This is an optimization exercise on Yosys and OpenROAD, whose aim is small area, a short achievable clock period and few clock cycles, not a production implementation.
Function was checked by simulation only, so behaviour that the tests miss may differ from the original.
Power figures rest on the tool's default switching activity, not on a simulated workload.

[design/flow/design.v]
`timescale 1ns / 1ps
`default_nettype none
module bpsb_add #(
  parameter int W = 26
) (
  input  logic [W-1:0] a,
  input  logic [W-1:0] b,
  input  logic         ci,
  output logic [W-1:0] s
);
  localparam int L = $clog2(W);
  logic [W-1:0] p0;
  logic [W-1:0] g [0:L];
  logic [W-1:0] p [0:L];
  logic [W:0]   c;
  assign p0 = a ^ b;
  assign g[0] = a & b;
  assign p[0] = p0;
  for (genvar l = 0; l < L; l++) begin : g_lvl
    for (genvar i = 0; i < W; i++) begin : g_bit
      if (((i >> l) & 1) == 1) begin : g_merge
        localparam int J = ((i >> l) << l) - 1;
        assign g[l+1][i] = g[l][i] | (p[l][i] & g[l][J]);
        assign p[l+1][i] = p[l][i] & p[l][J];
      end else begin : g_pass
        assign g[l+1][i] = g[l][i];
        assign p[l+1][i] = p[l][i];
      end
    end
  end
  assign c[0] = ci;
  for (genvar i = 0; i < W; i++) begin : g_carry
    assign c[i+1] = g[L][i] | (p[L][i] & ci);
  end
  assign s = p0 ^ c[W-1:0];
endmodule
`default_nettype wire
`timescale 1ns / 1ps
`default_nettype none
module bmp_pixel_stream_blitter_core (
  input  logic        clk,
  input  logic        rst,
  input  logic        pixels_valid,
  output logic        pixels_ready,
  input  logic [7:0]  pixels_pixel_byte,
  input  logic        pixels_image_start,
  output logic        writes_valid,
  input  logic        writes_ready,
  output logic [25:0] writes_write_address,
  output logic [31:0] writes_write_data,
  output logic        writes_final_write,
  input  logic        cfg_write,
  input  logic [2:0]  cfg_index,
  input  logic [19:0] cfg_data
);
  logic        c_depth;
  logic [12:0] c_w;
  logic        c_neg;
  logic [12:0] c_h;
  logic [11:0] c_xo;
  logic [11:0] c_yo;
  logic [12:0] c_pitch;
  logic [19:0] c_sh;
  logic [13:0] hmag;
  assign hmag = cfg_data[13] ? (14'd0 - cfg_data[13:0]) : cfg_data[13:0];
  always_ff @(posedge clk) begin
    if (rst) begin
      c_depth <= 1'b0;
      c_w <= '0;
      c_neg <= 1'b0;
      c_h <= '0;
      c_xo <= '0;
      c_yo <= '0;
      c_pitch <= 13'd1;
      c_sh <= '0;
    end else if (cfg_write) begin
      case (cfg_index)
        3'd0: c_depth <= cfg_data[0];
        3'd1: c_w <= (cfg_data[12] && (cfg_data[11:0] != 12'd0)) ? 13'd4096 : cfg_data[12:0];
        3'd2: begin
          c_neg <= cfg_data[13];
          c_h <= (hmag > 14'd4096) ? 13'd4096 : hmag[12:0];
        end
        3'd3: c_xo <= cfg_data[11:0];
        3'd4: c_yo <= cfg_data[11:0];
        3'd5: c_pitch <= cfg_data[12:0];
        3'd6: c_sh <= cfg_data[19:0];
        default: ;
      endcase
    end
  end
  logic trig;
  assign trig = cfg_write && (cfg_index >= 3'd2) && (cfg_index <= 3'd5);
  logic [1:0]  pos;        
  logic [7:0]  raw0, raw1, raw2;
  logic [1:0]  k;          
  logic [11:0] col;
  logic [12:0] row;
  logic [1:0]  pad;
  logic        idle;
  logic        wv;
  logic        wfin;
  logic [31:0] wdata;
  logic [25:0] waddr;
  logic        addr_ok;    
  logic [25:0] rb;         
  logic [25:0] rb0;        
  logic        busy;       
  logic        m_w;        
  logic        m_h;        
  logic        m_x;        
  logic        phb;        
  logic [3:0]  cnt;
  assign writes_valid = wv;
  assign writes_final_write = wfin;
  assign writes_write_data = wdata;
  assign writes_write_address = waddr;
  logic st_pad;        
  logic st_full;       
  logic ns_data;       
  logic ns_comp;       
  logic ns_pad;        
  logic s_idle;        
  logic lim_eq;        
  logic k_lt;          
  logic can_complete;
  logic accept;
  logic start;
  logic out_free;
  assign st_pad = (pad != 2'd0);
  assign st_full = c_depth ? (pos == 2'd3) : pos[1];
  assign ns_data = !idle && !st_pad && !st_full;
  assign ns_comp = !idle && !st_pad && st_full;
  assign ns_pad = !idle && st_pad;
  assign s_idle = (c_w == 13'd0) || (c_h == 13'd0);
  assign lim_eq = (!c_depth && pos == 2'd3) ? (k == 2'd2) : (k == pos);
  assign k_lt = !lim_eq;
  assign can_complete = !wv && addr_ok && !busy && lim_eq;
  assign pixels_ready = !ns_comp || can_complete;
  assign accept = pixels_valid && pixels_ready;
  assign start = accept && pixels_image_start;
  assign out_free = !wv || writes_ready;
  logic is_data;      
  logic is_comp;      
  assign is_data = accept && !pixels_image_start && ns_data;
  assign is_comp = accept && !pixels_image_start && ns_comp;
  logic [12:0] col_inc;
  logic [13:0] row_inc;
  logic        row_end;
  logic        img_end;
  assign col_inc = {1'b0, col} + 13'd1;
  assign row_inc = {1'b0, row} + 14'd1;
  assign row_end = col_inc >= c_w;
  assign img_end = row_inc >= {1'b0, c_h};
  always_ff @(posedge clk) begin
    if (rst) begin
      pos <= '0;
      idle <= 1'b1;
      pad <= '0;
    end else if (accept) begin
      if (pixels_image_start) begin
        pos <= s_idle ? 2'd0 : 2'd1;
        col <= '0;
        row <= '0;
        pad <= '0;
        idle <= s_idle;
      end else if (ns_pad) begin
        pad <= pad - 2'd1;
      end else if (ns_data) begin
        pos <= pos + 2'd1;
      end else if (ns_comp) begin
        pos <= 2'd0;
        if (row_end) begin
          col <= '0;
          row <= row_inc[12:0];
          if (img_end) idle <= 1'b1;
          else pad <= c_depth ? 2'd0 : c_w[1:0];
        end else begin
          col <= col_inc[11:0];
        end
      end
    end
  end
  always_ff @(posedge clk) begin
    if (start ? !s_idle : is_data) begin
      case (start ? 2'd0 : pos)
        2'd0: raw0 <= pixels_pixel_byte;
        2'd1: raw1 <= pixels_pixel_byte;
        default: raw2 <= pixels_pixel_byte;
      endcase
    end
  end
  logic [1:0]  ch;
  logic [7:0]  held;
  logic [7:0]  sh_in;
  logic [4:0]  sh_amt;
  logic [31:0] placed;
  logic        place_new;
  logic        place_old;
  assign ch = (st_full && lim_eq) ? (c_depth ? 2'd3 : 2'd2) : k;
  always_comb begin
    case (k)
      2'd0: held = raw0;
      2'd1: held = raw1;
      default: held = raw2;
    endcase
    case (ch)
      2'd0: sh_amt = c_sh[4:0];
      2'd1: sh_amt = c_sh[9:5];
      2'd2: sh_amt = c_sh[14:10];
      default: sh_amt = c_sh[19:15];
    endcase
  end
  assign sh_in = (start || lim_eq) ? pixels_pixel_byte : held;
  assign placed = {24'd0, sh_in} << sh_amt;
  assign place_new = out_free && (start ? (!s_idle && k == 2'd0) : (is_data && lim_eq));
  assign place_old = out_free && k_lt && !start;
  always_ff @(posedge clk) begin
    if (is_comp || place_new || place_old) begin
      wdata <= (k == 2'd0 ? 32'd0 : wdata) | placed;
    end
  end
  always_ff @(posedge clk) begin
    if (rst || cfg_write || is_comp) begin
      k <= '0;
    end else if (place_new || place_old) begin
      k <= k + 2'd1;
    end else if (start) begin
      k <= '0;
    end
  end
  always_ff @(posedge clk) begin
    if (rst) begin
      wv <= 1'b0;
    end else if (is_comp) begin
      wv <= 1'b1;
    end else if (writes_ready) begin
      wv <= 1'b0;
    end
  end
  always_ff @(posedge clk) begin
    if (is_comp) wfin <= row_end && img_end;
  end
  logic [14:0] y;
  logic [14:0] y_r;
  logic [12:0] yr;
  logic        pbit;
  logic [25:0] add_a;
  logic [25:0] add_b;
  logic        add_c;
  logic [25:0] sum;
  logic        upd;
  assign yr = phb ? row : 13'd0;
  assign y = c_neg ? ({3'd0, c_yo} + {2'd0, yr})
                   : ({3'd0, c_yo} + {2'd0, c_h} - 15'd1 - {2'd0, yr});
  always_ff @(posedge clk) begin
    y_r <= y;
    pbit <= c_pitch[m_w ? 4'd12 : (cnt - 4'd1)];
  end
  always_comb begin
    add_a = m_h ? {rb[24:0], 1'b0} : rb;
    add_c = 1'b0;
    if (m_h) begin
      add_b = pbit ? {{11{y_r[14]}}, y_r} : 26'd0;
    end else if (m_x) begin
      add_b = {14'd0, c_xo};
    end else if (!addr_ok) begin
      add_b = {14'd0, col};
    end else begin
      add_b = c_neg ? {13'd0, c_pitch} : {13'h1fff, ~c_pitch};
      add_c = !c_neg;
    end
  end
  bpsb_add #(.W(26)) u_add (.a(add_a), .b(add_b), .ci(add_c), .s(sum));
  assign upd = !busy && !addr_ok && out_free;
  always_ff @(posedge clk) begin
    if (rst) begin
      busy <= 1'b0;
      m_w <= 1'b0;
      m_h <= 1'b0;
      m_x <= 1'b0;
    end else if (trig) begin
      busy <= 1'b1;
      m_w <= 1'b1;
      m_h <= 1'b0;
      m_x <= 1'b0;
      phb <= 1'b0;
    end else if (busy && phb && start) begin
      busy <= 1'b0;
      m_w <= 1'b0;
      m_h <= 1'b0;
      m_x <= 1'b0;
      rb <= rb0;
    end else if (m_w) begin
      rb <= '0;
      m_w <= 1'b0;
      m_h <= 1'b1;
      cnt <= 4'd12;
    end else if (m_h) begin
      rb <= sum;
      cnt <= cnt - 4'd1;
      if (cnt == 4'd0) begin
        m_h <= 1'b0;
        m_x <= 1'b1;
      end
    end else if (m_x) begin
      rb <= sum;
      m_x <= 1'b0;
      busy <= 1'b0;
      if (!phb) begin
        rb0 <= sum;
        if (!start && !idle && row != 13'd0) begin
          busy <= 1'b1;
          m_w <= 1'b1;
          phb <= 1'b1;
        end
      end
    end else if (start) begin
      rb <= rb0;
    end else if (is_comp && row_end) begin
      rb <= sum;
    end
  end
  always_ff @(posedge clk) begin
    if (rst || trig || start || is_comp || busy) begin
      addr_ok <= 1'b0;
    end else if (upd) begin
      addr_ok <= 1'b1;
    end
  end
  always_ff @(posedge clk) begin
    if (upd) waddr <= sum;
  end
endmodule
`default_nettype wire
[design/flow/run.sh]
#!/bin/bash
# synth_recipe.tcl (not shown) runs the flow's synth.tcl, then flattens the netlist and writes it again
# the make line also repeats each setting of config.mk as NAME=value (left out here)
make -C /OpenROAD-flow-scripts/flow DESIGN_CONFIG=/design/flow/config.mk WORK_HOME=/design/flow/orfs CLKGATE_MAP_FILE= SYNTH_SCRIPT=/design/flow/synth_recipe.tcl finish
[design/flow/config.mk]
export PLATFORM = sky130hd
export DESIGN_NAME = bmp_pixel_stream_blitter_core
export DESIGN_NICKNAME = bmp_pixel_stream_blitter_core
export VERILOG_FILES = /design/flow/design.v
export SDC_FILE = /design/flow/constraint.sdc
export NUM_CORES = 4
export LEC_CHECK = 0
export CAP_MARGIN = 20
export CORE_MARGIN = 2
export CORE_UTILIZATION = 40
export SETUP_SLACK_MARGIN = 4.8
export SLEW_MARGIN = 20
[design/flow/constraint.sdc]
create_clock -name core_clock -period 8.0 [get_ports {clk}]
set_input_delay 1.6000 -clock core_clock [delete_from_list [all_inputs] [get_ports {clk}]]
set_output_delay 1.6000 -clock core_clock [all_outputs]
set_load 0.01 [all_outputs]
==> impl_results.md, run 1 <==
* DR pass1 iterations at 5
* Clk pwr share at around 36%
* Routed wire per std cell at ~20 microns
* First-pass GRT wire length at 72870 microns
* Vias at 13.82k
* Async SR Flop Fraction at 0%
* Final period util at between 40% and 50%
* Final Hold Vio Count at 0
* Die height at ~200 microns
* Max_cap viols at 0
* Die footprint at 0.04234 sq mm
* HPWL after detailed placement at ~32000 microns
* Setup violators final at 0
* VDD IR max at roughly 0.15 mV
* NetSw at roughly 1.1 mW
* Num rows at 73
* CP Class: flop to output pin
* RSZ-0062 raised after global routing: yes
* Hold Path Class: flop to flop
* Synthesis Warnings at 4
* Post-synth EDFFs at roughly 170
* Remaining global-route overflow at 0
* Layout Area Growth over Synthesis at 33.68%
* Clk sinks at 279
* Ant. Diodes at 0
* Vias in the first global route at around 13k
* Share of power burned in registers at 42.4%
* Post-synth top area share at 30.43%
* Total Wirelength at between 40000 and 50000 microns
* Status: timing/DRC/antenna clean
* Global-route usage over all layers at roughly 22%
* Starting Density at just over 40%
* Final ANT Viol Nets at 0
* TNS Setup at 0 ns
* Slew Viols, Final at 0
* Crit-path cells: ha_4 -> nor2b_4 -> o211ai_1 -> a31oi_2 -> nand2b_4 -> buf_6
* I/O Buffers at 97
* Reg2Reg Launch Point: c_neg$_SDFFE_PP0P_
* Synth unique cells at 78
* Cell area after synthesis at 0.01628 sq mm
* Combinational Power Share at between 20% and 30%
* Ratio of cells with drive above 1 in the final layout at 26.38%
* P_int at roughly 2.9 mW
* Min cycle time layout at around 3.6 ns
* Crit-path slowest cell: dfxtp_4
* Worst Setup Start Kind: flop
* DRC Markers at 0
* Mapped Cells at ~1.7k
* Inserted Clock Buffers at 31
* Nets at 2056
* Initial antenna violation count at 2
* Clock Tree Buf Depth at 3
* Core area at 0.03991 sq mm
* Critical Path Fanout Max at 4
* Leakage at slightly above 8 nW
* Top_reg_cell synth: edfxtp_1
* Clock skew at about 0.012 ns
* I/O Pins at 98
* Avg Cell Area, Syn at between 9 and 10 sq um
* Switching Share at between 20% and 30%
* FMAX at roughly 280 MHz
* Clk slew on worst S/H paths at roughly 0.060 ns
* Top post-synthesis cells by area: edfxtp_1, dfxtp_1, ha_1
* Post-synthesis sequential area ratio at between 40% and 50%
* Max incr delay on CP at ~0.36 ns
* Worst Setup SP: pos[1]$_SDFFE_PP0P_
* Later-pin clock latency in the skew report at around 0.57 ns
* CP Data Required Time at about 6.4 ns
* Crit path DAT at 2.00 ns
* Syn_nets at approximately 1.8k
* # fillers at between 3k and 4k
* Yosys reg bits at around 280
* DR vias/cell at 5.603
* Htree depth at 1
* Final setup margin at 4.396 ns
* Largest net degree at the start of global routing at slightly above 80
* CTS tree: built
* Pre-CTS WS at 2.973 ns
* GPL Wtd Cong at approximately 0.89
* Hold Buf Count CTS at 0
* Worst Tran Pin Value at a little over 0.9 ns
* Clock root buffer: clkbuf_16
* Critical Path End Type: output pin
* Hold path start: c_sh[11]$_SDFFE_PP0P_
* Cell taking the most area after synthesis: edfxtp_1
* Slew margin rel. at a little under two fifths
* Power Total at 3.940 mW
* DRT iter0 DRCs at between 800 and 900
* Die Width at about 200 microns
* Pwr Density at about 180 mW/mm^2
==> cell usage in the layout, fill, tap and decap left out, types with 34 or more instances in the layout <==
master | Yosys | routed
a21oi_1 | 135 | 101
buf_4 | 1 | 115
clkdlybuf4s50_1 | 0 | 77
dfxtp_1 | 114 | 108
edfxtp_1 | 165 | 165
ha_1 | 85 | 70
inv_1 | 107 | 102
mux2i_1 | 53 | 36
nand2_1 | 237 | 228
nor2_1 | 115 | 98
nor2b_1 | 38 | 34
xnor2_1 | 55 | 40
==> kinds of logic after synthesis <==
family,count (synthesis),share of synthesized area (%)
AOI/OAI and AO/OA,379,15.04
xor gates and xnor gates,86,4.672
adders and majority gates,101,8.498
buffers and inverters,184,4.357
DFF,279,44.44
muxes,94,6.277
and+or+nand+nor,578,16.72
==> stage by stage <==
stage / hold WS [ns] / instances / cell area [sq um] / util (%)
5_1_grt: 0.4723 / 2466 / 21770 / 54.54
2_1_floorplan: 0.4331 / 1701 / 16550 / -
3_3_place_gp: 0.4413 / 2256 / 17850 / 44.73
3_5_place_dp: 0.4467 / 2256 / 17850 / 44.73
6_report: 0.4528 / 2466 / 21770 / 54.54
4_1_cts: 0.4554 / 2402 / 20390 / 51.09
==> routing by layer <==
layer  part of all wire [%]  vias up  wire [microns]  global-route usage, %
met1                     45     6768           22030                  30.87
met5                      0        -               0                      0
met4                    2.3        0            1152                  5.026
li1                       -     6534               -                      -
met2                     47      426           23320                  36.00
met3                    5.8       89            2847                  3.136
==> repair_timing <==
action / in CTS / in global routing
gates resized for setup: 272 / 185
setup endpoints to repair: 312 / 214
buffers inserted: 87 / 62
gates cloned: 3 / 2
pin swaps: 84 / 104
==> worst max-delay path: cells and delay by family (launching register included) <==
| family | cells | cell delay [ns] |
|---|---|---|
| AOI/OAI and AO/OA | 2 | 0.47 |
| adders and majority gates | 1 | 0.17 |
| buffers and inverters | 1 | 0.13 |
| DFF | 1 | 0.36 |
| and+or+nand+nor | 2 | 0.32 |
==> path summary, 6_finish.rpt <==
path | to | slack, ns | cells after the start
worst max-delay path | pixels_ready | 4.40 | 6
worst min register to register | c_sh[11]$_SDFFE_PP0P_ | 0.45 | 2
worst max register to register | rb[22]$_DFFE_PP_ | 4.48 | 16
worst min-delay path | c_sh[11]$_SDFFE_PP0P_ | 0.45 | 2
==> cell type report <==
type	instances	area, sq um	area share, %
inverters	108	424.2	1.948
multi-input cells	1241	9927	45.60
well taps	525	656.9	3.018
clock buffers	46	913.4	4.196
flip-flops and latches	279	7254	33.33
repair buffers	257	2489	11.43
clock inverters	10	103.9	0.4771
==> registers in the layout (all words and copies together) (netlist names), 4 cells and up <==
name	flops
row	13
waddr	26
c_w	13
raw0	8
raw1	8
c_pitch	13
c_xo	12
rb0	26
c_sh	20
raw2	8
wdata	32
cnt	4
rb	26
c_h	13
col	12
c_yo	12
y_r	15
==> power by group through the flow <==
stage	clock network, mW	registers (mW)	logic, mW
CTS	1.45	1.67	0.718
floorplan	0	1.71	0.361
global placement	0	1.70	0.583
global route	1.52	1.68	0.895
finish	1.43	1.67	0.836
detailed placement	0	1.70	0.594
==> synth_stat cells, drive strengths merged, types with 7 or more instances <==
master and number:
nor4 12, mux2i 53, a31oi 11, a21o 20, nand3 43, a211oi 12, buf 17, and3 13
fa 16, nor3b 7, nor4b 7, nor2b 38, mux2 39, o21a 15, ha 85, o21ai 67
inv 107, a22oi 23, xor2 30, nor3 31, a21oi 135, nand2 237, or3 9, xnor2 56
nand4 8, o21bai 8, o221ai 16, nand2b 14, dfxtp 114, and2 25, o2bb2ai 12, clkbuf 59
edfxtp 165, nor2 116
Testbench counts, summed over its fixed seeds: cycles 38,607.
==> run 2, diff against run 1 <==
--- a/design/flow/design.v
+++ b/design/flow/design.v
@@ -62,4 +62,6 @@
   logic [12:0] c_pitch;
   logic [19:0] c_sh;
+  logic        depth_n;
+  assign depth_n = rst ? 1'b0 : (cfg_write && cfg_index == 3'd0) ? cfg_data[0] : c_depth;
   logic [13:0] hmag;
   assign hmag = cfg_data[13] ? (14'd0 - cfg_data[13:0]) : cfg_data[13:0];
@@ -137,5 +139,6 @@
   assign k_lt = !lim_eq;
   assign can_complete = !wv && addr_ok && !busy && lim_eq;
-  assign pixels_ready = !ns_comp || can_complete;
+  logic rdy;
+  assign pixels_ready = rdy;
   assign accept = pixels_valid && pixels_ready;
   assign start = accept && pixels_image_start;
@@ -151,29 +154,49 @@
   assign col_inc = {1'b0, col} + 13'd1;
   assign row_inc = {1'b0, row} + 14'd1;
-  assign row_end = col_inc >= c_w;
-  assign img_end = row_inc >= {1'b0, c_h};
   always_ff @(posedge clk) begin
+    row_end <= col_inc >= c_w;
+    img_end <= row_inc >= {1'b0, c_h};
+  end
+  logic [1:0] pos_n;
+  logic [1:0] pad_n;
+  logic       idle_n;
+  always_comb begin
+    pos_n = pos;
+    pad_n = pad;
+    idle_n = idle;
     if (rst) begin
-      pos <= '0;
-      idle <= 1'b1;
-      pad <= '0;
+      pos_n = '0;
+      idle_n = 1'b1;
+      pad_n = '0;
     end else if (accept) begin
       if (pixels_image_start) begin
-        pos <= s_idle ? 2'd0 : 2'd1;
-        col <= '0;
-        row <= '0;
-        pad <= '0;
-        idle <= s_idle;
+        pos_n = s_idle ? 2'd0 : 2'd1;
+        pad_n = '0;
+        idle_n = s_idle;
       end else if (ns_pad) begin
-        pad <= pad - 2'd1;
+        pad_n = pad - 2'd1;
       end else if (ns_data) begin
-        pos <= pos + 2'd1;
+        pos_n = pos + 2'd1;
       end else if (ns_comp) begin
-        pos <= 2'd0;
+        pos_n = 2'd0;
+        if (row_end) begin
+          if (img_end) idle_n = 1'b1;
+          else pad_n = c_depth ? 2'd0 : c_w[1:0];
+        end
+      end
+    end
+  end
+  always_ff @(posedge clk) begin
+    pos <= pos_n;
+    pad <= pad_n;
+    idle <= idle_n;
+    if (accept) begin
+      if (pixels_image_start) begin
+        col <= '0;
+        row <= '0;
+      end else if (!ns_pad && !ns_data && ns_comp) begin
         if (row_end) begin
           col <= '0;
           row <= row_inc[12:0];
-          if (img_end) idle <= 1'b1;
-          else pad <= c_depth ? 2'd0 : c_w[1:0];
         end else begin
           col <= col_inc[11:0];
@@ -221,22 +244,20 @@
     end
   end
-  always_ff @(posedge clk) begin
+  logic [1:0] k_n;
+  always_comb begin
     if (rst || cfg_write || is_comp) begin
-      k <= '0;
+      k_n = '0;
     end else if (place_new || place_old) begin
-      k <= k + 2'd1;
+      k_n = k + 2'd1;
     end else if (start) begin
-      k <= '0;
-    end
-  end
-  always_ff @(posedge clk) begin
-    if (rst) begin
-      wv <= 1'b0;
-    end else if (is_comp) begin
-      wv <= 1'b1;
-    end else if (writes_ready) begin
-      wv <= 1'b0;
+      k_n = '0;
+    end else begin
+      k_n = k;
     end
   end
+  always_ff @(posedge clk) k <= k_n;
+  logic wv_n;
+  assign wv_n = rst ? 1'b0 : is_comp ? 1'b1 : writes_ready ? 1'b0 : wv;
+  always_ff @(posedge clk) wv <= wv_n;
   always_ff @(posedge clk) begin
     if (is_comp) wfin <= row_end && img_end;
@@ -322,10 +343,16 @@
     end
   end
+  logic addr_ok_n;
+  assign addr_ok_n = (rst || trig || start || is_comp || busy) ? 1'b0 : upd ? 1'b1 : addr_ok;
+  always_ff @(posedge clk) addr_ok <= addr_ok_n;
+  logic busy_n;
+  assign busy_n = !rst && (trig || (busy && !(phb && start) && !(m_x && !(!phb && !start && !idle && row != 13'd0))));
+  logic st_full_n;
+  logic lim_eq_n;
+  assign st_full_n = depth_n ? (pos_n == 2'd3) : pos_n[1];
+  assign lim_eq_n = (!depth_n && pos_n == 2'd3) ? (k_n == 2'd2) : (k_n == pos_n);
   always_ff @(posedge clk) begin
-    if (rst || trig || start || is_comp || busy) begin
-      addr_ok <= 1'b0;
-    end else if (upd) begin
-      addr_ok <= 1'b1;
-    end
+    rdy <= !(!idle_n && pad_n == 2'd0 && st_full_n)
+           || (!wv_n && addr_ok_n && !busy_n && lim_eq_n && !cfg_write);
   end
   always_ff @(posedge clk) begin
==> run 2 against run 1 <==
Still clean. Clock power increased by 8%. Non-clock buffer count decreased by 51. First-iteration DRC count increased by 22%. Via count decreased by 2.0%. Synthesized area increased by 1.0%. Global-route usage decreased by 0.66 points. Worst hold slack about the same. Power increased by 4.5%. Register-to-register slack improved by 0.05 ns. Clock skew increased by 0.012 ns. Count of clock-buffer cells in the layout decreased by 8.
==> impl_results.md, run 2 <==
* Status: timing/DRC/antenna clean
* Hold Buf Count CTS at 0
* Worst Hold End: c_sh[11]$_SDFFE_PP0P_
* Die height at between 200 and 250 microns
* Final ANT Viol Nets at 0
* I/O Pins at between 90 and 100
* Routed wire per std cell at a little under 20 microns
* Most used cell along the critical path: a21oi_2
* FF-to-FF End: rb[23]$_DFFE_PP_
* VDD IR max at between 0.15 and 0.2 mV
* Later-pin clock latency in the skew report at 0.59 ns
* Clock Tree Buf Depth at 3
* Fin area at 0.02071 sq mm
* Slew Viols, Final at 0
* Clk sinks at roughly 280
* Leakage at 7.652 nW
* R2R Setup Slk at around 4.5 ns
* Commonest cells after routing, fill and taps aside: nand2_1, edfxtp_1, a21oi_1
* Num rows at 74
* CP Data Required Time at around 8.3 ns
* Clk slew on worst S/H paths at ~0.07 ns
* Ratio of cells with drive above 1 in the final layout at about a fifth
* Vias in the first global route at 13.02k
* Starting Density at 40.37%
* Post-synth EDFFs at roughly 170
* Cell area after synthesis at between 0.015 and 0.02 sq mm
* Clock skew at ~0.024 ns
* Most common cell after layout, fill and taps aside: nand2_1
* Global-route usage over all layers at between 20% and 30%
* DR pass1 iterations at 6
* Synthesis Warnings at 4
* Number of flip-flops under the largest register name at 32
* RSZ-0062 raised after global routing: yes
* Syn_nets at approximately 1.9k
* Ant. Diodes at 0
* Synth top cells by count: nand2_1, edfxtp_1, a21oi_1
* Die Width at roughly 210 microns
* DRT iter0 DRCs at 1070
* Async SR Flop Fraction at 0%
* Mapped Cells at around 1.7k
* Yosys reg bits at 282
* Post-synth top area share at a little under a third
* Final Hold Vio Count at 0
* Min cycle time layout at ~3.5 ns
* Crit-path cells: buf_8 -> buf_6 -> xnor2_1 -> mux2i_1 -> nor2_1 -> a21oi_2 -> o21ai_1 -> ha_1 -> a21oi_2 -> nor2_1 -> a211oi_2 -> o211ai_1 -> o21ai_2 -> a21oi_2 -> or3_1 -> a32o_1
* Setup violators final at 0
* Reg2Reg Launch Point: c_neg$_SDFFE_PP0P_
* Top post-synthesis cells by area: edfxtp_1, dfxtp_1, ha_1
* Remaining global-route overflow at 0
* I/O Buffers at just under 100
* Placed inst area at around 0.018 sq mm
* Crit path DAT at roughly 3.8 ns
* FMAX at a little under 300 MHz
* Inserted Clock Buffers at 30
* Initial antenna violation count at 0
* Layout Area Growth over Synthesis at 25.94%
* Non-filler cells, final at 2431
* Max incr delay on CP at around 0.4 ns
* Slew margin rel. at between 30% and 40%
* Clock root buffer: clkbuf_16
* Critical Path Fanout Max at 7
* GPL Wtd Cong at 0.8785
* Final period util at ~43%
* Cell count after placement at 2276
* Cell taking the most area after synthesis: edfxtp_1
* HPWL after detailed placement at approximately 32000 microns
* Top_reg_cell synth: edfxtp_1
* Worst Tran Pin Value at 1.032 ns
* Nets at between 2k and 2.5k
* R2R depth at 16
* First-pass GRT wire length at 71680 microns
* Synth unique cells at 78
* Hold path cells at 2
* Worst Setup Start Kind: flop
* Most numerous cell in the Yosys netlist: nand2_1
* Htree depth at 1
* Crit-path slowest cell: dfxtp_4
* DR vias/cell at approximately 5.6
* Total Wirelength at ~47000 microns
* Max_cap viols at 0
* Post-synthesis sequential area ratio at 44.36%
* Largest net degree at the start of global routing at 64
* Hold path start: c_sh[11]$_SDFFE_PP0P_
* CP Class: flop to flop
* Worst Setup SP: c_neg$_SDFFE_PP0P_
* Vias at approximately 14k
* TNS Setup at 0 ns
* Critical Path End Type: flop
* Die footprint at between 0.04 and 0.05 sq mm
* Avg Cell Area, Syn at roughly 9.6 sq um
* Register with the most flip-flops: wdata
* DRC Markers at 0
* Pwr Density at between 150 and 200 mW/mm^2
* Core area at a little over 0.04 sq mm
* Power Total at slightly above 4 mW
* CTS tree: built
* Hold Path Class: flop to flop
run 2: cell count changes after synthesis, moves of 5 or more:
cell,change
a22o_1,+7
clkbuf_1,+11
inv_1,-5
mux2i_1,-24
mux4_2,+5
nand2_1,+25
nand3_1,-5
o21a_1,-6
o21ai_0,-6
o21ai_1,+6
or3_1,+8
run 2: timing repair:
| item | 4_1_cts | 5_1_grt |
|---|---|---|
| pin swaps | 51 | 53 |
| setup buffers | 63 | 32 |
| resized for setup | 196 | 89 |
| gates cloned | 3 | 1 |
| setup endpoints to repair | 282 | 138 |
run 2: routing by layer:
| layer | track usage, % | wire (microns) | up-vias |
|---|---|---|---|
| met3 | 2.386 | 2374 | 76 |
| li1 | - | - | 6465 |
| met1 | 29.02 | 20370 | 6603 |
| met5 | 0 | 0 | - |
| met2 | 35.62 | 22880 | 401 |
| met4 | 7.016 | 1345 | 0 |
run 2: per-stage QoR:
step                hold slack [ns]  worst slack, ns  util (%)
finish                       0.4526            4.532     50.85
global route                 0.4735            4.379     50.85
CTS                          0.4543            4.636     49.45
detailed placement           0.4455            2.675     44.18
global placement             0.4389            2.844     44.18
floorplan                    0.4331            4.327         -
run 2: final cells by class:
type	instances	area [sq um]
Clock buffer	38	810.8
Clock inverter	18	275.3
Fill cell	3711	20020
Inverter	103	386.6
Multi-Input combinational cell	1252	9279
Sequential cell	282	7313
Tap cell	532	665.6
Timing Repair Buffer	206	1984
run 2: how the worst max path moves through the flow:
stage	endpoint	slack, ns
after floorplan	c_h[1]$_SDFFE_PP0P_	4.33
after global routing	rb[23]$_DFFE_PP_	4.38
after detailed placement	rb[25]$_DFFE_PP_	2.68
final	rb[23]$_DFFE_PP_	4.53
after global placement	rb[25]$_DFFE_PP_	2.84
after CTS	rb[20]$_DFFE_PP_	4.64
run 2: where the power goes:
group	switching [mW]	internal [mW]	leakage [nW]
Combinational	0.454	0.402	4.64
Sequential	0.0540	1.67	2.50
Clock	0.623	0.917	0.513
run 2: logic make-up after synthesis:
kind of cell             after synthesis  share of synthesized area, %
AND/OR/NAND/NOR                      603                         17.07
AO/OA/AOI/OAI                        378                         14.75
flip-flops                           282                         44.36
buffers and inverters                189                         4.480
adder cells (fa/ha/maj)              101                         8.413
XOR/XNOR                              91                         4.891
multiplexers                          77                         6.032
run 2: worst max-delay path: cells and delay by family (launching register included):
| kind | cells | cell delay, ns |
|---|---|---|
| compound gates | 8 | 1.54 |
| xor+xnor | 1 | 0.11 |
| fa+ha+maj | 1 | 0.23 |
| buf+inv | 2 | 0.28 |
| flops | 1 | 0.40 |
| mux | 1 | 0.14 |
| simple gates | 3 | 0.49 |
Testbench counts of run 2, summed over its fixed seeds: cycles 38,607.
==> run 3, diff against run 2 <==
--- a/design/flow/design.v
+++ b/design/flow/design.v
@@ -60,10 +60,17 @@
   logic [11:0] c_xo;
   logic [11:0] c_yo;
+  logic [12:0] c_px;       
   logic [12:0] c_pitch;
   logic [19:0] c_sh;
   logic        depth_n;
   assign depth_n = rst ? 1'b0 : (cfg_write && cfg_index == 3'd0) ? cfg_data[0] : c_depth;
-  logic [13:0] hmag;
-  assign hmag = cfg_data[13] ? (14'd0 - cfg_data[13:0]) : cfg_data[13:0];
+  assign c_pitch = c_px ^ {13{!c_neg}};
+  logic [12:0] hneg;
+  logic [12:0] heff;
+  assign hneg = ~cfg_data[12:0] + 13'd1;
+  always_comb begin
+    if (cfg_data[13]) heff = cfg_data[12] ? hneg : 13'd4096;
+    else heff = (cfg_data[12] && cfg_data[11:0] != 12'd0) ? 13'd4096 : cfg_data[12:0];
+  end
   always_ff @(posedge clk) begin
     if (rst) begin
@@ -74,5 +81,5 @@
       c_xo <= '0;
       c_yo <= '0;
-      c_pitch <= 13'd1;
+      c_px <= 13'h1ffe;
       c_sh <= '0;
     end else if (cfg_write) begin
@@ -82,9 +89,10 @@
         3'd2: begin
           c_neg <= cfg_data[13];
-          c_h <= (hmag > 14'd4096) ? 13'd4096 : hmag[12:0];
+          c_px <= c_px ^ {13{c_neg ^ cfg_data[13]}};
+          c_h <= heff;
         end
         3'd3: c_xo <= cfg_data[11:0];
         3'd4: c_yo <= cfg_data[11:0];
-        3'd5: c_pitch <= cfg_data[12:0];
+        3'd5: c_px <= cfg_data[12:0] ^ {13{!c_neg}};
         3'd6: c_sh <= cfg_data[19:0];
         default: ;
@@ -273,24 +281,30 @@
   logic        upd;
   assign yr = phb ? row : 13'd0;
-  assign y = c_neg ? ({3'd0, c_yo} + {2'd0, yr})
-                   : ({3'd0, c_yo} + {2'd0, c_h} - 15'd1 - {2'd0, yr});
+  logic [14:0] yo2;
+  logic [14:0] yh2;
+  logic [14:0] yr2;
+  logic [14:0] ys;
+  logic [14:0] yc;
+  assign yo2 = {3'd0, c_yo};
+  assign yh2 = c_neg ? 15'd0 : {2'd0, c_h};
+  assign yr2 = c_neg ? {2'd0, yr} : {2'b11, ~yr};
+  assign ys = yo2 ^ yh2 ^ yr2;
+  assign yc = (yo2 & yh2) | (yo2 & yr2) | (yh2 & yr2);
+  bpsb_add #(.W(15)) u_yadd (.a(ys), .b({yc[13:0], 1'b0}), .ci(1'b0), .s(y));
   always_ff @(posedge clk) begin
     y_r <= y;
     pbit <= c_pitch[m_w ? 4'd12 : (cnt - 4'd1)];
   end
-  always_comb begin
-    add_a = m_h ? {rb[24:0], 1'b0} : rb;
-    add_c = 1'b0;
-    if (m_h) begin
-      add_b = pbit ? {{11{y_r[14]}}, y_r} : 26'd0;
-    end else if (m_x) begin
-      add_b = {14'd0, c_xo};
-    end else if (!addr_ok) begin
-      add_b = {14'd0, col};
-    end else begin
-      add_b = c_neg ? {13'd0, c_pitch} : {13'h1fff, ~c_pitch};
-      add_c = !c_neg;
-    end
-  end
+  logic sel_y, sel_x, sel_c, sel_p;
+  assign sel_y = m_h && pbit;
+  assign sel_x = m_x;
+  assign sel_c = !busy && !addr_ok;
+  assign sel_p = !busy && addr_ok;
+  assign add_a = m_h ? {rb[24:0], 1'b0} : rb;
+  assign add_b = ({26{sel_y}} & {{11{y_r[14]}}, y_r})
+               | ({26{sel_x}} & {14'd0, c_xo})
+               | ({26{sel_c}} & {14'd0, col})
+               | ({26{sel_p}} & {{13{!c_neg}}, c_px});
+  assign add_c = sel_p && !c_neg;
   bpsb_add #(.W(26)) u_add (.a(add_a), .b(add_b), .ci(add_c), .s(sum));
   assign upd = !busy && !addr_ok && out_free;
--- a/design/flow/config.mk
+++ b/design/flow/config.mk
@@ -9,4 +9,6 @@
 export CORE_MARGIN = 2
 export CORE_UTILIZATION = 40
+export CTS_BUF_LIST = sky130_fd_sc_hd__clkbuf_8
+export CTS_CLUSTER_SIZE = 30
 export SETUP_SLACK_MARGIN = 4.8
 export SLEW_MARGIN = 20
==> run 3 against run 2 <==
Register-to-register slack better by 0.098 ns. Wire length barely moved. Still clean. Flip-flop and latch count did not move. Synthesized area decreased by 1.9%. First-iteration DRC count fell by 4.8%. Via count down 1.8%. Cell count down 2.5%. Sequential power about the same.
==> impl_results.md, run 3 <==
* Status: timing/DRC/antenna clean
* RSZ-0062 raised after global routing: yes
* DR pass1 iterations at 5
* Slew margin rel. at a little over a quarter
* Max_cap viols at 0
* HPWL after detailed placement at 31360 microns
* Post-synth EDFFs at approximately 170
* VDD IR max at approximately 0.13 mV
* Critical Path Fanout Max at 8
* Vias at about 13k
* TNS Setup at 0 ns
* Hold Path Class: flop to flop
* Area of the multi-input gates at around 0.0090 sq mm
* Register with the most flip-flops: wdata
* Clk sinks at approximately 280
* Leakage at 7.502 nW
* DR vias/cell at 5.614
* CP Class: input pin to flop
* Clock Tree Buf Depth at 3
* Hold Buf Count CTS at 0
* Total Wirelength at between 40000 and 50000 microns
* Synth unique cells at 83
* I/O Pins at 98
* Inserted Clock Buffers at 47
* Worst Tran Pin Value at between 1 and 1.5 ns
* Layout Area Growth over Synthesis at 24.87%
* Yosys reg bits at 282
* Worst Setup Start Kind: input pin
* Vias in the first global route at approximately 13k
* Slew Viols, Final at 0
* CP Data Required Time at around 8.5 ns
* Die footprint at around 0.042 sq mm
* Post-synthesis sequential area ratio at between 40 and 50%
* CTS tree: built
* Clk slew on worst S/H paths at approximately 0.060 ns
* I/O Buffers at 97
* Crit path DAT at 3.99 ns
* Clock skew at between 0.02 and 0.025 ns
* Later-pin clock latency in the skew report at roughly 0.63 ns
* Final Hold Vio Count at 0
* Commonest cells after routing, fill and taps aside: nand2_1, edfxtp_1, inv_1
* Critical Path End Type: flop
* Routed wire per std cell at 19.81 microns
* Mapped Cells at approximately 1.7k
* Cell area after synthesis at 0.01613 sq mm
* Top_reg_cell synth: edfxtp_1
* Async SR Flop Fraction at 0%
* Global-route usage over all layers at roughly 22%
* Cell count after placement at about 2.2k
* Num rows at 73
* DRT iter0 DRCs at slightly above 1k
* Most numerous cell in the Yosys netlist: nand2_1
* Starting Density at roughly two fifths
* Avg Cell Area, Syn at roughly 9.8 sq um
* Register area at ~0.0073 sq mm
* Final ANT Viol Nets at 0
* Cell taking the most area after synthesis: edfxtp_1
* Pwr Density at ~190 mW/mm^2
* Ratio of cells with drive above 1 in the final layout at between 20% and 30%
* Syn_nets at roughly 1.8k
* Crit-path slowest cell: or4b_4
* Final period util at a little over two fifths
* Crit-path cells: buf_12 -> clkinv_8 -> ha_4 -> or4b_4 -> or4_4 -> or3_4 -> o31ai_4 -> and2b_4 -> o21ai_1 -> a311oi_1
* Top post-synthesis cells by area: edfxtp_1, dfxtp_1, ha_1
* Synthesis Warnings at 7
* FMAX at about 290 MHz
* DRC Markers at 0
* Non-filler cells, final at around 2.4k
* Initial antenna violation count at 1
* First-pass GRT wire length at about 72000 microns
* GPL Wtd Cong at 0.8752
* Post-synth top area share at between 30% and 40%
* Htree depth at 2
* Die height at a little over 200 microns
* Number of flip-flops under the largest register name at 32
* Largest net degree at the start of global routing at 96
* Nets at between 1.5k and 2k
* # fillers at between 3k and 4k
* Die Width at a little over 200 microns
* Synth top cells by count: nand2_1, edfxtp_1, a21oi_1
* Clock root buffer: clkbuf_8
* Core area at approximately 0.040 sq mm
* Setup violators final at 0
* Most common cell after layout, fill and taps aside: nand2_1
* Min cycle time layout at around 3.5 ns
* Remaining global-route overflow at 0
* Max incr delay on CP at approximately 0.45 ns
-- run 3: final timing paths --
path	from	cells past startpoint	slack (ns)	end
worst max-delay path	cfg_data[1]	10	4.52	c_h[7]$_SDFFE_PP0P_
worst min-delay path	c_w[3]$_SDFFE_PP0P_	2	0.45	c_w[3]$_SDFFE_PP0P_
worst max register to register	m_h$_SDFF_PP0_	13	4.63	rb[25]$_DFFE_PP_
worst min register to register	c_w[3]$_SDFFE_PP0P_	2	0.45	c_w[3]$_SDFFE_PP0P_
-- run 3: repair_timing --
action                                  CTS  global route
cloned                                    4             1
pin swaps                                55            60
buffers inserted                         60            28
resized for setup                       165            95
endpoints found under the setup margin  289           181
-- run 3: kinds of logic (layout without fill, tap and decap cells) --
group / after synthesis / after routing / share of synthesized area [%]
compound gates: 394 / 396 / 16.36
flops: 282 / 282 / 45.23
buf+inv: 199 / 386 / 4.839
other cells: 0 / 1 / 0
mux: 81 / 81 / 5.839
xor+xnor: 89 / 89 / 4.831
fa+ha+maj: 89 / 89 / 7.646
simple gates: 520 / 521 / 15.25
-- run 3: critical path, delay by kind of cell --
kind	cells	cell delay [ns]
fa+ha+maj	1	0.12
simple gates	4	1.54
buf+inv	2	0.15
compound gates	3	0.58
-- run 3: through the flow --
| step | power (mW) | hold WS (ns) | instance area, sq um | util [%] | setup slack [ns] |
|---|---|---|---|---|---|
| CTS | 3.796 | 0.4564 | 19550 | 49.21 | 4.520 |
| global placement | 2.456 | 0.4414 | 17670 | 44.48 | 3.007 |
| floorplan | 2.204 | 0.4331 | 16470 | - | 3.778 |
| global route | 4.033 | 0.4684 | 20150 | 50.71 | 4.454 |
| finish | 3.862 | 0.4517 | 20150 | 50.71 | 4.524 |
| detailed placement | 2.470 | 0.4480 | 17680 | 44.50 | 2.941 |
-- run 3: where the power goes --
part | switching (mW) | leakage [nW] | internal, mW
Sequential | 0.0594 | 2.50 | 1.68
Clock | 0.621 | 0.490 | 0.609
Combinational | 0.467 | 4.51 | 0.429
-- run 3: area by class of cell --
class                   instances  share of cell area (%)
multi-input cells            1176                   44.74
flip-flops and latches        282                   36.36
clock buffers                  50                   3.416
repair buffers                199                   9.359
clock inverters                34                  0.8446
diodes                          1                 0.01242
inverters                     103                   2.006
well taps                     525                   3.260
-- run 3: routing by layer --
layer / global-route usage (%) / routed length (microns)
met4: 6.677 / 1165
met5: 0 / 0
met1: 31.05 / 21320
met2: 34.12 / 21490
met3: 4.200 / 2981
Testbench counts of run 3, summed over its fixed seeds: cycles 38,607.
==> run 4, diff against run 3 <==
--- a/design/flow/design.v
+++ b/design/flow/design.v
@@ -68,5 +68,16 @@
   logic [12:0] hneg;
   logic [12:0] heff;
-  assign hneg = ~cfg_data[12:0] + 13'd1;
+  logic [12:0] hor [0:4];
+  assign hor[0] = cfg_data[12:0];
+  for (genvar l = 0; l < 4; l++) begin : g_hor
+    for (genvar i = 0; i < 13; i++) begin : g_b
+      if (i >= (1 << l)) begin : g_m
+        assign hor[l+1][i] = hor[l][i] | hor[l][i - (1 << l)];
+      end else begin : g_p
+        assign hor[l+1][i] = hor[l][i];
+      end
+    end
+  end
+  assign hneg = cfg_data[12:0] ^ {hor[4][11:0], 1'b0};
   always_comb begin
     if (cfg_data[13]) heff = cfg_data[12] ? hneg : 13'd4096;
==> run 4 against run 3 <==
Clock skew is 0.014 ns higher. Synthesized cell count is 2.0% lower. Non-clock buffer count is 40 lower. Fmax is 0.78% higher. Sequential power hardly changed. Final area is 3.7% lower. Worst hold slack worse by 0.00055 ns. Largest power group unchanged.
==> impl_results.md, run 4 <==
* Clock Tree Buf Depth at 3
* HPWL after detailed placement at just over 30000 microns
* Cell area after synthesis at between 0.015 and 0.02 sq mm
* Syn_nets at around 1.7k
* Later-pin clock latency in the skew report at roughly 0.64 ns
* Clk sinks at around 280
* Most common cell after layout, fill and taps aside: nand2_1
* Critical Path End Type: flop
* Worst Setup Start Kind: flop
* Reg2Reg Launch Point: phb$_SDFFCE_PP0P_
* Vias at 12.83k
* CP Class: flop to flop
* Post-synthesis sequential area ratio at 45.80%
* Ratio of cells with drive above 1 in the final layout at roughly 17%
* DRC Markers at 0
* Die footprint at 0.04144 sq mm
* TNS Setup at 0 ns
* Post-synthesis compound-gate area fraction at around 16%
* Most used cell along the critical path: a21o_1
* Die Width at 203.6 microns
* Final Hold Vio Count at 0
* CP Data Required Time at between 8 and 9 ns
* Top post-synthesis cells by area: edfxtp_1, dfxtp_1, ha_1
* CTS tree: built
* Largest net degree at the start of global routing at between 80 and 90
* Starting Density at roughly two fifths
* Xor-xnor portion of the synthesized cell area at slightly above 5%
* Main combinational cell family by area after synthesis: compound AO/OA/AOI/OAI gates
* DR vias/cell at around 5.6
* Remaining global-route overflow at 0
* Crit-path cells: buf_6 -> nand2_2 -> xnor2_2 -> fa_2 -> inv_1 -> ha_2 -> a21o_1 -> a21o_1 -> a21oi_2 -> nor2b_1 -> o41a_1 -> a41o_1 -> o41ai_4 -> o21a_1
* FMAX at around 290 MHz
* Clk slew on worst S/H paths at around 0.060 ns
* Routed wire per std cell at 19.62 microns
* Simple-gate share of the synthesized area at between 10% and 20%
* Mapped Cells at ~1.6k
* Post-synth EDFFs at 165
* GPL Wtd Cong at 0.8836
* Die height at approximately 200 microns
* Status: timing/DRC/antenna clean
* Num rows at 73
* Vias in the first global route at between 10k and 15k
* Fin area at around 0.019 sq mm
* Max incr delay on CP at ~0.53 ns
* Slew Viols, Final at 0
* Crit path DAT at ~4.0 ns
* R2R Setup Slk at around 4.6 ns
* Register with the most flip-flops: wdata
* DR pass1 iterations at 5
* Ant. Diodes at 0
* Initial antenna violation count at 0
* Yosys reg bits at between 200 and 300
* Synth Area in Adders at a little under 8%
* Layout Area Growth over Synthesis at 21.80%
* Post-synth top area share at a little under a third
* VDD IR max at around 0.15 mV
* Inserted Clock Buffers at 50
* Worst Hold End: c_sh[8]$_SDFFE_PP0P_
* Most numerous cell in the Yosys netlist: nand2_1
* Synth top cells by count: nand2_1, edfxtp_1, dfxtp_1, nor2_1, a21oi_1
* Slew margin rel. at a little under a third
* Htree depth at 2
* Cell taking the most area after synthesis: edfxtp_1
* Placed inst area at 0.01747 sq mm
* Number of flip-flops under the largest register name at 32
* Commonest cells after routing, fill and taps aside: nand2_1, edfxtp_1, inv_1
* Pwr Density at between 150 and 200 mW/mm^2
* Max_cap viols at 0
* FF-to-FF End: y_r[14]$_DFF_P_
* Final ANT Viol Nets at 0
* Worst Setup SP: phb$_SDFFCE_PP0P_
* Mux cell area share after synthesis at 5.796%
* DRT iter0 DRCs at roughly 940
* Final setup margin at ~4.6 ns
* I/O Buffers at 97
* Total Wirelength at 45300 microns
* Clock root buffer: clkbuf_8
* First-pass GRT wire length at between 60000 and 70000 microns
* Synthesis Warnings at 8
* Global-route usage over all layers at a little over a fifth
* RSZ-0062 raised after global routing: yes
* Crit path max-delay family: compound AO/OA/AOI/OAI gates
* Core area at a little under 0.04 sq mm
* Top_reg_cell synth: edfxtp_1
* Leakage at approximately 7.3 nW
* Worst path bufs/invs at 2
* Worst Tran Pin Value at between 1 and 1.5 ns
* Pre-CTS WS at 3.052 ns
* R2R depth at 14
* Power Total at 3.778 mW
* Hold Path Class: flop to flop
* Nets at roughly 1.9k
* Hold path start: c_sh[8]$_SDFFE_PP0P_
* Avg Cell Area, Syn at 9.829 sq um
* Async SR Flop Fraction at 0%
* Min cycle time layout at about 3.4 ns
* Final period util at between 40% and 50%
* Clock skew at approximately 0.034 ns
* I/O Pins at a little under 100
* Hold path cells at 2
* Critical Path Fanout Max at 3
* Synth unique cells at 72
* Crit-path slowest cell: fa_2
* Setup violators final at 0
## run 4: worst register-to-register path: cells and delay by family (launching register included)
| family | cells | cell delay (ns) |
|---|---|---|
| AOI/OAI and AO/OA | 7 | 1.69 |
| xor gates and xnor gates | 1 | 0.16 |
| adders and majority gates | 2 | 0.71 |
| buffers and inverters | 2 | 0.21 |
| DFF | 1 | 0.51 |
| and+or+nand+nor | 2 | 0.13 |
## run 4: worst max-delay path by stage
stage	endpoint	slack, ns	depth (start not counted)
detailed placement	wdata[22]$_DFFE_PP_	3.05	8
global route	y_r[14]$_DFF_P_	4.44	14
finish	y_r[14]$_DFF_P_	4.55	14
floorplan	wdata[20]$_DFFE_PP_	4.46	8
CTS	y_r[14]$_DFF_P_	4.60	13
global placement	wdata[30]$_DFFE_PP_	3.14	8
## run 4: through the flow
| stage | util (%) | instances | hold slack, ns |
|---|---|---|---|
| floorplan | - | 1621 | 0.4331 |
| global placement | 44.18 | 2168 | 0.4389 |
| CTS | 48.36 | 2298 | 0.4522 |
| detailed placement | 44.18 | 2168 | 0.4437 |
| global route | 49.07 | 2309 | 0.4707 |
| finish | 49.07 | 2309 | 0.4511 |
## run 4: final cells by class
| class | count | area, sq um |
|---|---|---|
| fillers | 3671 | 20140 |
| multi-input cells | 1153 | 8574 |
| flip-flops and latches | 282 | 7321 |
| repair buffers | 159 | 1548 |
| clock buffers | 56 | 770.7 |
| well taps | 525 | 656.9 |
| inverters | 98 | 371.6 |
| clock inverters | 35 | 158.9 |
| repair inverters | 1 | 5.005 |
## run 4: layer usage
layer | up-vias | share of wire, % | track usage [%]
li1 | 6110 | - | -
met1 | 6231 | 44 | 30.13
met2 | 390 | 46 | 33.54
met3 | 101 | 6.0 | 3.867
met4 | 0 | 3.7 | 9.202
met5 | - | 0 | 0
## run 4: power by group
part	leakage, nW	internal, mW	switching (mW)
clock	0.562	0.644	0.631
sequential	2.50	1.68	0.0667
combinational	4.24	0.344	0.411
## run 4: logic make-up after synthesis
family,after synthesis
simple gates,509
compound gates,380
flops,282
buf+inv,189
xor+xnor,93
fa+ha+maj,89
mux,79
## run 4: repair_timing
action,4_1_cts,5_1_grt
endpoints found under the setup margin,248,144
pin swaps,35,9
cloned,6,0
hold buffers,0,0
buffers inserted,33,11
resized for setup,117,73
Testbench counts of run 4, summed over its fixed seeds: cycles 38,607.
==> run 5, diff against run 4 <==
--- a/design/flow/design.v
+++ b/design/flow/design.v
@@ -129,4 +129,5 @@
   logic        busy;       
   logic        m_w;        
+  logic        m_w2;       
   logic        m_h;        
   logic        m_x;        
@@ -171,9 +172,13 @@
   logic        row_end;
   logic        img_end;
-  assign col_inc = {1'b0, col} + 13'd1;
-  assign row_inc = {1'b0, row} + 14'd1;
+  bpsb_add #(.W(13)) u_cinc (.a({1'b0, col}), .b(13'd0), .ci(1'b1), .s(col_inc));
+  bpsb_add #(.W(14)) u_rinc (.a({1'b0, row}), .b(14'd0), .ci(1'b1), .s(row_inc));
+  logic [13:0] cw_d;
+  logic [13:0] ch_d;
+  bpsb_add #(.W(14)) u_cwc (.a({1'b0, col_inc}), .b({1'b1, ~c_w}), .ci(1'b1), .s(cw_d));
+  bpsb_add #(.W(14)) u_chc (.a(row_inc), .b({1'b1, ~c_h}), .ci(1'b1), .s(ch_d));
   always_ff @(posedge clk) begin
-    row_end <= col_inc >= c_w;
-    img_end <= row_inc >= {1'b0, c_h};
+    row_end <= !cw_d[13];
+    img_end <= !ch_d[13];
   end
   logic [1:0] pos_n;
@@ -292,18 +297,11 @@
   logic        upd;
   assign yr = phb ? row : 13'd0;
-  logic [14:0] yo2;
-  logic [14:0] yh2;
-  logic [14:0] yr2;
-  logic [14:0] ys;
-  logic [14:0] yc;
-  assign yo2 = {3'd0, c_yo};
-  assign yh2 = c_neg ? 15'd0 : {2'd0, c_h};
-  assign yr2 = c_neg ? {2'd0, yr} : {2'b11, ~yr};
-  assign ys = yo2 ^ yh2 ^ yr2;
-  assign yc = (yo2 & yh2) | (yo2 & yr2) | (yh2 & yr2);
-  bpsb_add #(.W(15)) u_yadd (.a(ys), .b({yc[13:0], 1'b0}), .ci(1'b0), .s(y));
-  always_ff @(posedge clk) begin
-    y_r <= y;
-    pbit <= c_pitch[m_w ? 4'd12 : (cnt - 4'd1)];
+  logic [12:0] ya;
+  bpsb_add #(.W(13)) u_ya (.a({1'b0, c_yo}), .b(c_neg ? 13'd0 : c_h), .ci(1'b0), .s(ya));
+  bpsb_add #(.W(15)) u_yb (.a(y_r), .b(c_neg ? {2'd0, yr} : {2'b11, ~yr}), .ci(1'b0), .s(y));
+  always_ff @(posedge clk) begin
+    if (m_w) y_r <= {2'd0, ya};
+    else if (m_w2) y_r <= y;
+    pbit <= c_pitch[m_w2 ? 4'd12 : (cnt - 4'd1)];
   end
   logic sel_y, sel_x, sel_c, sel_p;
@@ -324,4 +322,5 @@
       busy <= 1'b0;
       m_w <= 1'b0;
+      m_w2 <= 1'b0;
       m_h <= 1'b0;
       m_x <= 1'b0;
@@ -329,4 +328,5 @@
       busy <= 1'b1;
       m_w <= 1'b1;
+      m_w2 <= 1'b0;
       m_h <= 1'b0;
       m_x <= 1'b0;
@@ -335,4 +335,5 @@
       busy <= 1'b0;
       m_w <= 1'b0;
+      m_w2 <= 1'b0;
       m_h <= 1'b0;
       m_x <= 1'b0;
@@ -341,4 +342,7 @@
       rb <= '0;
       m_w <= 1'b0;
+      m_w2 <= 1'b1;
+    end else if (m_w2) begin
+      m_w2 <= 1'b0;
       m_h <= 1'b1;
       cnt <= 4'd12;
==> run 5 against run 4 <==
Count of clock-buffer cells in the layout is 9 higher. Synthesized cell count is 0.37% higher. Worst setup slack better by 0.28 ns. Critical path depth decreased by 9. Worst hold slack gained 0.0011 ns. Fmax increased by 9.0%. Final area increased by 2.8%. Critical endpoint is now c_px[0]$_SDFFE_PP0P_. Highest routed layer unchanged. Largest cell class unchanged. Via count grew 2.7%. Sequential share of layout area fell by 0.29 points. Combinational power decreased by 1%. Clock skew is 0.0089 ns lower.
==> impl_results.md, run 5 <==
* Vias in the first global route at between 10k and 15k
* CTS tree: built
* Hold path cells at 2
* Crit-path slowest cell: clkdlybuf4s50_1
* Clock Tree Buf Depth at 3
* Max_cap viols at 0
* Final Hold Vio Count at 0
* Nets at 1913
* Clk sinks at about 280
* Critical Path End Type: flop
* Commonest cells after routing, fill and taps aside: nand2_1, edfxtp_1, a21oi_1
* Non-filler cells, final at roughly 2.3k
* Worst Tran Pin Value at about 1.0 ns
* Core area at 0.03982 sq mm
* Num rows at 73
* Setup violators final at 0
* CP Data Required Time at 8.50 ns
* Mapped Cells at 1627
* Avg Cell Area, Syn at between 9 and 10 sq um
* RSZ-0062 raised after global routing: yes
* HPWL after detailed placement at 31420 microns
* Async SR Flop Fraction at 0%
* Remaining global-route overflow at 0
* Critical Path Fanout Max at 25
* Worst Hold End: c_sh[15]$_SDFFE_PP0P_
* Status: timing/DRC/antenna clean
* Leakage at 7.437 nW
* Clock skew at around 0.026 ns
* Clock root buffer: clkbuf_8
* Vias at about 13k
* Ratio of cells with drive above 1 in the final layout at 17.49%
* Slew Viols, Final at 0
* Initial antenna violation count at 0
* Register area at 0.007466 sq mm
* Ant. Diodes at 0
* Synthesis Warnings at 14
* # fillers at approximately 3.8k
* Top post-synthesis cells by area: edfxtp_1, dfxtp_1, ha_1
* Post-synth EDFFs at approximately 180
* Later-pin clock latency in the skew report at 0.64 ns
* Routed wire per std cell at between 20 and 25 microns
* Total Wirelength at 46880 microns
* Post-synthesis sequential area ratio at a little under half
* R2R depth at 13
* Hold Buf Count CTS at 0
* TNS Setup at 0 ns
* DRT iter0 DRCs at just over 1k
* Final period util at approximately 40%
* Number of flip-flops under the largest register name at 32
* Register with the most flip-flops: wdata
* Cell area after synthesis at ~0.016 sq mm
* Area of the multi-input gates at just under 0.009 sq mm
* Pre-CTS WS at a little over 3 ns
* Most numerous cell in the Yosys netlist: nand2_1
* Crit path DAT at roughly 3.7 ns
* Min cycle time layout at 3.165 ns
* Hold path start: c_sh[15]$_SDFFE_PP0P_
* Starting Density at 40.69%
* I/O Pins at 98
* Layout Area Growth over Synthesis at 23.09%
* Htree depth at 2
* Slew margin rel. at approximately 30%
* Reg2Reg Launch Point: addr_ok$_DFF_P_
* Worst Setup Start Kind: input pin
* VDD IR max at 0.1062 mV
* Cell count after placement at 2181
* Synth top cells by count: nand2_1, edfxtp_1, a21oi_1
* Syn_nets at ~1.8k
* CP Class: input pin to flop
* DRC Markers at 0
* Synth unique cells at a little under 80
* Inserted Clock Buffers at 52
* GPL Wtd Cong at around 0.87
* FMAX at 316.0 MHz
* Clk slew on worst S/H paths at ~0.06 ns
* I/O Buffers at 97
* Max incr delay on CP at ~0.7 ns
* Yosys reg bits at around 280
* Top_reg_cell synth: edfxtp_1
* Final setup margin at 4.835 ns
* Pwr Density at a little under 200 mW/mm^2
* DR pass1 iterations at 7
* Global-route usage over all layers at about 22%
* Cell taking the most area after synthesis: edfxtp_1
* Die height at between 200 and 250 microns
* Post-synth top area share at 32.99%
* Die Width at a little over 200 microns
* Hold Path Class: flop to flop
* Crit-path cells: clkdlybuf4s50_1 -> xnor2_4 -> mux2_2 -> nor2_1 -> a2111oi_0
* Hold WS at between 0.4 and 0.5 ns
* Most common cell after layout, fill and taps aside: nand2_1
* R2R Setup Slk at 4.84 ns
* Final ANT Viol Nets at 0
* Die footprint at about 0.042 sq mm
* DR vias/cell at roughly 5.6
* Largest net degree at the start of global routing at between 50 and 60
* First-pass GRT wire length at a little over 70000 microns
* FF-to-FF End: rb[23]$_DFFE_PP_
==> run 5: cell types whose count changed after synthesis, moves of 14 or more <==
cell	delta
xor2_1	-18
a211oi_1	-16
ha_1	+20
nand2_1	+36
a221oi_1	+14
nand2b_1	-17
inv_1	-30
==> run 5: per-layer routing <==
| layer | vias to the layer above | part of all wire, % | GRT usage [%] |
|---|---|---|---|
| li1 | 6262 | - | - |
| met5 | - | 0 | 0 |
| met2 | 461 | 46 | 34.71 |
| met3 | 101 | 6.4 | 3.785 |
| met4 | 0 | 3.3 | 8.479 |
| met1 | 6359 | 45 | 30.80 |
==> run 5: cell type report <==
type	count	area share (%)
clock buffers	65	4.485
clock inverters	33	0.8469
inverters	68	1.317
multi-input cells	1189	44.05
flip-flops and latches	283	37.43
well taps	525	3.293
repair buffers	178	8.513
repair inverters	2	0.06273
==> run 5: how the worst max path moves through the flow <==
| stage | startpoint | end | slack [ns] | cells past startpoint |
|---|---|---|---|---|
| 2_1_floorplan | pixels_image_start | wdata[16]$_DFFE_PP_ | 4.35 | 8 |
| 3_3_place_gp | pixels_image_start | wdata[16]$_DFFE_PP_ | 3.19 | 7 |
| 3_5_place_dp | pixels_image_start | wdata[16]$_DFFE_PP_ | 3.11 | 7 |
| 4_1_cts | m_h$_SDFFE_PP0N_ | rb[23]$_DFFE_PP_ | 4.80 | 12 |
| 5_1_grt | c_neg$_SDFFE_PP0P_ | y_r[11]$_DFFE_PP_ | 4.66 | 13 |
| 6_report | cfg_data[13] | c_px[0]$_SDFFE_PP0P_ | 4.84 | 5 |
==> run 5: what timing repair did <==
action	4_1_cts	5_1_grt
cloned	6	0
setup endpoints to repair	280	118
resized for setup	98	102
pin swaps	24	43
setup buffers	41	17
==> run 5: logic make-up after synthesis <==
group | synth area share [%]
muxes | 5.768
and+or+nand+nor | 15.61
adders and majority gates | 8.293
DFF | 45.96
AOI/OAI and AO/OA | 16.15
buffers and inverters | 3.737
xor gates and xnor gates | 4.486
==> run 5: power by group <==
group	total, mW	switching [mW]	internal (mW)
registers	1.73	0.0515	1.68
clock network	1.42	0.654	0.765
logic	0.747	0.403	0.344
==> run 5: metrics by stage <==
step | total power, mW | utilization, % | area (sq um)
6_report | 3.893 | 50.08 | 19950
2_1_floorplan | 2.163 | - | 16420
4_1_cts | 3.875 | 48.86 | 19460
5_1_grt | 4.061 | 50.08 | 19950
3_5_place_dp | 2.415 | 44.65 | 17780
3_3_place_gp | 2.403 | 44.65 | 17780
==> run 5: worst max-delay path: cells and delay by family <==
family                    cells  cell delay, ns
buffers and inverters         1            0.70
xor gates and xnor gates      1            0.69
AOI/OAI and AO/OA             1            0.34
muxes                         1            0.28
and+or+nand+nor               1            0.04
Testbench counts of run 5, summed over its fixed seeds: cycles 38,680.

-- static timing again, ports no longer ideal --
In the flow no input, the clock included, has a driving cell. The finished layouts below were timed again as built, in two steps. Step 1: set_driving_cell puts a clkbuf_16 on clk and a buf_2 on each other input, an assumption about the parent block. Step 2 moves the port delays by t, midway between the first and last clock arrival at a register: inputs arrive t later, outputs are due t later. That takes back most of the time a late clock gives input paths. Three values: ideal ports, drivers, drivers and shift; two values: the first two.
run | shift t [ns] | slack for setup (ns) | latest minus earliest clock arrival (ns) | slew at the worst register clock pin (ns)
run 1 | 0.615 | 4.396 / 4.345 / 4.043 | 0.013 / 0.013 | 0.06 / 0.06
run 2 | 0.635 | 4.532 / 4.532 / 4.088 | 0.026 / 0.026 | 0.07 / 0.07
run 3 | 0.671 | 4.524 / 4.525 / 3.855 | 0.022 / 0.021 | 0.07 / 0.07
run 4 | 0.669 | 4.551 / 4.551 / 4.171 | 0.034 / 0.034 | 0.07 / 0.07
run 5 | 0.671 | 4.835 / 4.806 / 4.187 | 0.029 / 0.029 | 0.07 / 0.07
After both steps every run listed still meets setup and hold. The setup slack of run 3, which loses most, moves by +0.001 ns with the drivers and by -0.669 ns with both steps.
